What follows belongs to an exercise in optimizing a design on an open flow for a short achievable clock period and few clock cycles; a production flow would make more cautious choices. In this exercise RTL edits were held to simulation tests only and were not proved equivalent to the original. The flow treats the clock pin as an ideal source. Dropping or thinning the clock tree relies on that and would not hold on a real chip. No activity file was given, so power comes from the tool's default toggle rates.

// cim_node
module cim_node #(
    parameter logic [1:0] NODE_ID = 2'd0
) (
    input  logic clk,
    input  logic rst_n,
    input  logic [3:0] bus_op,
    input  logic [47:0] bus_data,
    input  logic [1:0] bus_target_or_sender,
    output logic [3:0] bus_out_op,
    output logic [47:0] bus_out_data,
    output logic [1:0] bus_out_target_or_sender,
    output logic bus_drive,
    output logic is_ready
);
Size: roughly 110 I/O pins, roughly 23000 sq um of cells after synthesis.
==> module cim_mem, before the edit <==
module cim_mem (
    input  logic clk,
    input  logic par_we,
    input  logic [5:0] par_addr,
    input  logic [15:0] par_data,
    input  logic word_v,            
    output logic [15:0] k1,
    output logic [17:0] k3,
    output logic [10:0] nk,         
    output logic [15:0] bias
);
    logic [15:0] kern [PATCH_LEN];
    logic [15:0] knext;
    assign knext = word_v ? kern[1] : kern[0];
    always_ff @(posedge clk) begin
        for (int i = 0; i < PATCH_LEN; i++) begin
            if (par_we && par_addr == 6'(i)) begin
                kern[i] <= par_data;
            end else if (word_v) begin
                kern[i] <= kern[(i + 1) % PATCH_LEN];
            end
        end
        if (par_we && par_addr == BIAS_ADDR) begin
            bias <= par_data;
        end
        k1 <= knext;
        k3 <= {{2{knext[15]}}, knext} + {knext[15], knext, 1'b0};
        nk <= 11'd0 - knext[10:0];
    end
endmodule
==> module bus_tx_fill, before the edit <==
module bus_tx_fill #(
    parameter logic [1:0] NODE_ID = 2'd0
) (
    input  logic clk,
    input  logic rst_n,
    input  logic [3:0] bus_op,
    input  logic [47:0] bus_data,
    input  logic [1:0] bus_target_or_sender,
    input  logic [15:0] res0,
    input  logic [15:0] res1,
    input  logic [15:0] res2,
    input  logic [15:0] res3,
    output logic bus_drive,
    output logic [3:0] bus_out_op,
    output logic [47:0] bus_out_data
);
    logic req;
    logic [1:0] a;
    logic [1:0] n;
    assign req = (bus_op == DENSE_BROADCAST_START_OP) && (bus_target_or_sender == NODE_ID);
    assign a = bus_data[1:0];     
    assign n = bus_data[17:16];   
    logic [15:0] at0;
    logic [15:0] at1;
    logic [15:0] at2;
    logic n1;
    logic n2;
    logic n3;
    logic [15:0] lane2;
    logic [15:0] lane1;
    logic [15:0] lane0;
    always_comb begin
        case (a)
            2'd0: begin at0 = res0; at1 = res1; at2 = res2; end
            2'd1: begin at0 = res1; at1 = res2; at2 = res3; end
            2'd2: begin at0 = res2; at1 = res3; at2 = res0; end
            default: begin at0 = res3; at1 = res0; at2 = res1; end
        endcase
    end
    assign n1 = (n == 2'd1);
    assign n2 = (n == 2'd2);
    assign n3 = (n == 2'd3);
    assign lane0 = n3 ? at0 : 16'h0000;
    assign lane1 = n2 ? at0 : (n3 ? at1 : 16'h0000);
    assign lane2 = n1 ? at0 : (n2 ? at1 : at2);
    always_ff @(posedge clk) begin
        bus_out_data <= {lane2, lane1, lane0};
        if (!rst_n) begin
            bus_drive <= 1'b0;
            bus_out_op <= NOP;
        end else begin
            bus_drive <= req;
            bus_out_op <= req ? DENSE_BROADCAST_DATA_OP : NOP;
        end
    end
endmodule
==> flow/config.mk <==
export PLATFORM = sky130hd
export DESIGN_NAME = cim_node
export DESIGN_NICKNAME = cim_node
export VERILOG_FILES = /design/flow/design.v
export SDC_FILE = /design/flow/constraint.sdc
export NUM_CORES = 4
export LEC_CHECK = 0
export CAP_MARGIN = 20
export CORE_MARGIN = 2
export CORE_UTILIZATION = 40
export PLACE_DENSITY = 0.6
export SLEW_MARGIN = 20
==> flow/constraint.sdc <==
create_clock -name core_clock -period 10.0 [get_ports {clk}]
set_input_delay 2.0000 -clock core_clock [delete_from_list [all_inputs] [get_ports {clk}]]
set_output_delay 2.0000 -clock core_clock [all_outputs]
set_load 0.01 [all_outputs]
standard.sh (not shown) runs the stock make flow with config.mk's settings and CLKGATE_MAP_FILE= SYNTH_SCRIPT=/design/flow/synth_recipe.tcl, a recipe that flattens the netlist after the stock synthesis.
==> flow/flow/run.sh <==
#!/bin/bash
# Standard layout, with timing repair aiming well past the 10 ns constraint, and the clock
# tree rebuilt after CTS as two buffer levels (the clock port drives four root buffers, each
# feeding the leaf buffers of its region; leaf buffers drive ~18 flip-flops each).
set -euo pipefail
bash standard.sh SETUP_SLACK_MARGIN=7.2 POST_CTS_TCL="$PWD/flow/post_cts.tcl" finish > standard_flow.log 2>&1
Other scripts of this flow, unchanged in this note and not shown: flow/flow/post_cts.tcl
Testbench counts at the start, summed over its fixed seeds: cycles 51,328.
==> next run, changes <==
--- a/flow/design.v
+++ b/flow/design.v
@@ -28,21 +28,26 @@
     output logic [15:0] bias
 );
     logic [15:0] kern [PATCH_LEN];
+    logic [17:0] kern3 [PATCH_LEN];   
+    logic [17:0] par_data3;
     logic [15:0] knext;
     assign knext = word_v ? kern[1] : kern[0];
+    assign par_data3 = {{2{par_data[15]}}, par_data} + {par_data[15], par_data, 1'b0};
     always_ff @(posedge clk) begin
         for (int i = 0; i < PATCH_LEN; i++) begin
             if (par_we && par_addr == 6'(i)) begin
                 kern[i] <= par_data;
+                kern3[i] <= par_data3;
             end else if (word_v) begin
                 kern[i] <= kern[(i + 1) % PATCH_LEN];
+                kern3[i] <= kern3[(i + 1) % PATCH_LEN];
             end
         end
         if (par_we && par_addr == BIAS_ADDR) begin
             bias <= par_data;
         end
         k1 <= knext;
-        k3 <= {{2{knext[15]}}, knext} + {knext[15], knext, 1'b0};
+        k3 <= word_v ? kern3[1] : kern3[0];
         nk <= 11'd0 - knext[10:0];
     end
 endmodule
@@ -1153,29 +1158,21 @@
     assign req = (bus_op == DENSE_BROADCAST_START_OP) && (bus_target_or_sender == NODE_ID);
     assign a = bus_data[1:0];     
     assign n = bus_data[17:16];   
-    logic [15:0] at0;
-    logic [15:0] at1;
-    logic [15:0] at2;
-    logic n1;
-    logic n2;
-    logic n3;
+    logic [1:0] i2;
+    logic [1:0] i1;
+    logic [15:0] res [4];
     logic [15:0] lane2;
     logic [15:0] lane1;
     logic [15:0] lane0;
-    always_comb begin
-        case (a)
-            2'd0: begin at0 = res0; at1 = res1; at2 = res2; end
-            2'd1: begin at0 = res1; at1 = res2; at2 = res3; end
-            2'd2: begin at0 = res2; at1 = res3; at2 = res0; end
-            default: begin at0 = res3; at1 = res0; at2 = res1; end
-        endcase
-    end
-    assign n1 = (n == 2'd1);
-    assign n2 = (n == 2'd2);
-    assign n3 = (n == 2'd3);
-    assign lane0 = n3 ? at0 : 16'h0000;
-    assign lane1 = n2 ? at0 : (n3 ? at1 : 16'h0000);
-    assign lane2 = n1 ? at0 : (n2 ? at1 : at2);
+    assign res[0] = res0;
+    assign res[1] = res1;
+    assign res[2] = res2;
+    assign res[3] = res3;
+    assign i2 = {a[1] ^ (n[1] & (n[0] | a[0])), a[0] ^ (n[1] & ~n[0])};
+    assign i1 = {a[1] ^ (a[0] & n[0]), a[0] ^ n[0]};
+    assign lane2 = res[i2];
+    assign lane1 = n[1] ? res[i1] : 16'h0000;
+    assign lane0 = (n == 2'd3) ? (a[0] ? res1 : res0) : 16'h0000;
     always_ff @(posedge clk) begin
         bus_out_data <= {lane2, lane1, lane0};
         if (!rst_n) begin
=>
- The changed run produced a clean layout
- final area goes up by about 23%
- synthesized area grows by about 23%
- global-route usage came out higher by 2.0 points
- setup slack loses 0.29 ns
- maximum frequency is lower by about 9%
- total power went up by 26%
- clock power rose by about 28%
- wire length goes up by about 33%
- sequential power goes up by 24%
Testbench counts after the change, summed over its fixed seeds: cycles 51,328.
In every run of this note, the design's own scripts or RTL, not TritonCTS, make the clock network.

## separate check: timing with driven ports
No port has a modelled driver above. Below, the same layouts with a new extraction and two added sets of constraints. Step 1 sets driving cells, clkbuf_16 on the clock port and buf_2 on the other inputs (assumed; they add their load-dependent delay and slew). Step 2, shift: input delay + t, output delay - t, t = (earliest + latest rising clock arrival at the registers) / 2. This alone moves slack from input paths to output paths. Slacks: no drivers / after step 1 / after step 2; pairs: no drivers / after step 1.
run | shift t [ns] | setup slack, ns | worst setup path at the end | worst register clock-pin slew, ns | worst slew at a driven data input, ns
the first run | 0.467 | 7.186 / 7.063 / 6.606 | input to register | 0.08 / 0.08 | 0.30
the second run | 0.506 | 6.891 / 6.899 / 6.393 | input to register | 0.08 / 0.08 | 0.13
After both steps every run listed still meets setup and hold. The setup slack of the first run, which loses most, moves by -0.123 ns with the drivers and by -0.580 ns with both steps.
